What follows belongs to an exercise in optimizing a design on an open flow for small area, a short achievable clock period and few clock cycles; a production flow would make more cautious choices.
At most, simulation tests tie the RTL to the original design; equivalence was not proved.
Power is estimated from default activity; no workload was simulated.

before:
## note_ring_led_pulse_encoder
module note_ring_led_pulse_encoder (
  input  logic        clk,
  input  logic        rst_n,
  input  logic        in_valid,
  output logic        in_ready,
  input  logic [3:0]  note_first,
  input  logic [3:0]  note_second,
  input  logic [3:0]  note_third,
  input  logic [3:0]  note_fourth,
  output logic        out_valid,
  input  logic        out_ready,
  output logic [3:0]  out_led_index,
  output logic [1:0]  out_color_channel,
  output logic [6:0]  out_level,
  output logic [31:0] out_pulse_pattern,
  output logic        out_last,
  input  logic        cfg_we,
  input  logic [6:0]  cfg_wdata
);
  localparam logic [6:0] BRIGHT_MAX   = 7'd100;
  localparam logic [6:0] BRIGHT_RESET = 7'd10;
  logic [6:0]  bright_r;
  logic [15:0] slots;
  logic [1:0]  nm1;
  logic        load;
  always_ff @(posedge clk) begin
    if (!rst_n) begin
      bright_r <= BRIGHT_RESET;
    end else if (cfg_we) begin
      bright_r <= (cfg_wdata > BRIGHT_MAX) ? BRIGHT_MAX : cfg_wdata;
    end
  end
  assign load = rst_n && in_valid && in_ready;
  nrle_merge u_merge (
    .codes ({note_fourth, note_third, note_second, note_first}),
    .slots (slots),
    .nm1   (nm1)
  );
  nrle_emit u_emit (
    .clk               (clk),
    .rst_n             (rst_n),
    .ready             (in_ready),
  ...
Size: roughly 100 flip-flops, roughly 7100 um^2 of cells after synthesis.
clock: 7.5 ns
lec_check: 0
abc_area: 1
cap_margin: 20
core_margin: 2
core_utilization: 40
cts_buf_list: sky130_fd_sc_hd__clkbuf_8
setup_slack_margin: 4.0
slew_margin: 20
standard.sh (not shown) runs the stock make flow with config.mk's settings and CLKGATE_MAP_FILE= SYNTH_SCRIPT=/design/flow/synth_recipe.tcl, a recipe that flattens the netlist after the stock synthesis.
==> flow/flow/run.sh <==
#!/bin/bash
# The standard layout, with plain buf_1 cells as the port buffers (ORFS's
# buffer_ports otherwise picks clkdlybuf4s50_1 delay cells).
set -e
export BUFFER_PORTS_ARGS="-buffer_cell sky130_fd_sc_hd__buf_1"
bash standard.sh > standard.log 2>&1
before reached the final stage; the timing, design-rule and antenna checks on its layout passed.
For after, these inputs were changed with respect to before:
# before
export LEC_CHECK = 0
export ABC_AREA = 1
export CAP_MARGIN = 20
export CORE_MARGIN = 2
export CORE_UTILIZATION = 40
export CTS_BUF_LIST = sky130_fd_sc_hd__clkbuf_8
export SETUP_SLACK_MARGIN = 4.0
export SLEW_MARGIN = 20
create_clock -name core_clock -period 7.5 [get_ports {clk}]
# after
export LEC_CHECK = 0
export ABC_AREA = 1
export CAP_MARGIN = 20
export CORE_MARGIN = 2
export CORE_UTILIZATION = 40
export CTS_BUF_LIST = sky130_fd_sc_hd__clkbuf_8
export SETUP_SLACK_MARGIN = 4.3
export SLEW_MARGIN = 20
create_clock -name core_clock -period 7.5 [get_ports {clk}]
Diff before -> after: placed standard-cell area closely matched the old numbers; first-pass GRT wire length decreased by about 3.5% relative to the old numbers.
Re share of power burned in combinational logic: before was lower than after.
after has more setup slack than before.
Function was not checked in any run of this note: the RTL went through the layout flow alone.

========
== exp/harbor ==
Another version of the RTL of note_ring_led_pulse_encoder (not shown whole).
Size in the first run: roughly 76 I/O pins, about 0.0069 mm^2 of cells after synthesis.
make LEC_CHECK=0 CAP_MARGIN=20 CORE_MARGIN=2 CORE_UTILIZATION=40 SETUP_SLACK_MARGIN=4.6 SLEW_MARGIN=20 finish   # period 7.5 ns
run.sh (not shown) runs the stock make flow with config.mk's settings and CLKGATE_MAP_FILE= SYNTH_SCRIPT=/design/flow/synth_recipe.tcl, a recipe that flattens the netlist after the stock synthesis.
Stock flow here: none of the scripts above is used.
Testbench counts of exp/harbor, summed over its fixed seeds: cycles 13,848.
#### Input delta (exp/tundra over exp/harbor)
Settings: SETUP_SLACK_MARGIN now 4.0, was 4.6; CORE_UTILIZATION now 65, was 40.
==> comparison <==
exp/tundra reached the final stage; the timing, design-rule and antenna checks on its layout passed.
Minimum clock period: exp/harbor and exp/tundra compared, higher one is exp/tundra
Going from exp/harbor to exp/tundra, the total non-filler cell area in the finished layout was found to have gone down by 15%.
Clock-pin slew of the registers on the worst-case setup and hold paths sits higher in exp/tundra than in exp/harbor.
### exp/tundra -> exp/xenon
Settings: SETUP_SLACK_MARGIN no longer set, was 4.0; CORE_UTILIZATION now 40, was 65; ABC_CLOCK_PERIOD_IN_PS now 1200, previously not set.
[summary]
Every stage of the flow completed for exp/xenon, and the final layout passed the timing, design-rule and antenna checks. The run with more setup slack is exp/tundra; exp/xenon has less. Between exp/tundra and exp/xenon, the placed cell area is higher for exp/xenon. Compared to exp/tundra, the routing of exp/xenon uses less wire. Diff exp/tundra -> exp/xenon | wire length of the first global-routing pass | decrease of 9.6%.
Input changes introduced in exp/fjord (baseline for comparison: exp/xenon):
Settings: ABC_CLOCK_PERIOD_IN_PS removed (was 1200); SETUP_SLACK_MARGIN newly set to 4.0.
==> flow/flow/run.sh (new file) <==
#!/bin/bash
# The standard layout, with plain buf_1 cells as the port buffers (ORFS's
# buffer_ports otherwise picks clkdlybuf4s50_1 delay cells).
set -e
export BUFFER_PORTS_ARGS="-buffer_cell sky130_fd_sc_hd__buf_1"
bash standard.sh > standard.log 2>&1
==> flow/standard.sh (new file) <==
#!/bin/bash
# synth_recipe.tcl (not shown) runs the flow's synth.tcl, then flattens the netlist and writes it again
# the make line also repeats each setting of config.mk as NAME=value (left out here)
make -C /OpenROAD-flow-scripts/flow DESIGN_CONFIG=/design/flow/config.mk WORK_HOME=/design/flow/orfs CLKGATE_MAP_FILE= SYNTH_SCRIPT=/design/flow/synth_recipe.tcl "${@:-finish}"
removed: flow/run.sh
Results
In terms of HPWL after detailed placement, exp/fjord and exp/xenon differ only marginally. From exp/fjord to exp/xenon, flip-flop and latch count did not move at all. Final worst-path setup slack: exp/fjord better than exp/xenon. Higher sequential cell area share among exp/xenon and exp/fjord: exp/xenon. Post-route clock period utilization: exp/fjord vs exp/xenon down 9.4 points. The multi-input combinational cell count was comparable across exp/xenon and exp/fjord. Non-clock buffer count in the final layout: higher on exp/fjord. NOTE net switching power figure exp/xenon->exp/fjord increased by more than 10%. Share of post-route cells with drive strength above 1, exp/xenon and exp/fjord: lower on exp/xenon. Compared to exp/xenon, exp/fjord has worst stage delay on the critical path 400 ps lower. The clock network area share in exp/fjord sits 0.27 points above the value recorded for exp/xenon.
## Diff of input files: exp/umber against exp/fjord
Settings: clearing SETUP_SLACK_MARGIN, which used to be 4.0; putting ABC_CLOCK_PERIOD_IN_PS at 3000 where nothing was set.
==> flow/run.sh (new file) <==
#!/bin/bash
# synth_recipe.tcl (not shown) runs the flow's synth.tcl, then flattens the netlist and writes it again
# the make line also repeats each setting of config.mk as NAME=value (left out here)
make -C /OpenROAD-flow-scripts/flow DESIGN_CONFIG=/design/flow/config.mk WORK_HOME=/design/flow/orfs CLKGATE_MAP_FILE= SYNTH_SCRIPT=/design/flow/synth_recipe.tcl finish
removed: flow/flow/run.sh
removed: flow/standard.sh
Notes after the runs:
exp/umber ended up with sky130_fd_sc_hd__mux2i_1 as its critical-path cell with the highest stage delay; exp/fjord ended up with sky130_fd_sc_hd__fa_1. Changes observed in exp/umber relative to exp/fjord: global-route wire length before repair lower, power -7.2%, post-DP HPWL now sits higher. Clock network contribution to total cell area, exp/fjord and exp/umber: higher on exp/fjord. Where design area is concerned, exp/fjord is outperformed by exp/umber. On worst-skew pair later-pin latency, exp/fjord and exp/umber are basically level. Compared exp/umber against exp/fjord; number of multi-input combinational cells in the layout within noise. As of exp/umber, final cell count had fallen by a few percent compared to exp/fjord. Die area came out exactly the same in exp/fjord and exp/umber.

## port drivers added, routing unchanged
The results above use ideal ports. As a check the final layouts listed here were re-extracted and re-timed, cells and wires unchanged. Step 1: set_driving_cell puts a clkbuf_16 on clk and a buf_2 on each other input, an assumption about the parent block. Step 2 adds t to the input delays and takes it off the output delays; t is the mean of the earliest and latest rising clock arrival at the registers after step 1. Input paths then give back, and output paths get back, about the clock's delay inside the block. a / b / c = ideal / step 1 / step 2; a / b = the first two.
| run | t, ns | setup WS [ns] | worst setup path after step 2 | worst slew at a driven data input, ns | cell pins on the clock port's net |
|---|---|---|---|---|---|
| before | 0.434 | 4.215 / 4.215 / 3.983 | input to register | 0.04 | 1 |
| after | 0.407 | 4.379 / 4.379 / 4.204 | input to register | 0.04 | 1 |
| exp/harbor | 0.387 | 4.100 / 4.100 / 3.860 | input to register | 0.05 | 1 |
| exp/tundra | 0.411 | 3.956 / 3.956 / 3.653 | input to register | 0.05 | 1 |
| exp/xenon | 0.382 | 3.338 / 3.338 / 3.186 | input to register | 0.04 | 1 |
| exp/fjord | 0.385 | 4.040 / 4.040 / 3.711 | input to register | 0.03 | 1 |
| exp/umber | 0.382 | 3.338 / 3.338 / 3.186 | input to register | 0.04 | 1 |
After both steps setup and hold are still met in every run listed. The setup slack of exp/fjord, which loses most, moves by 0.000 ns with the drivers and by -0.329 ns with both steps.
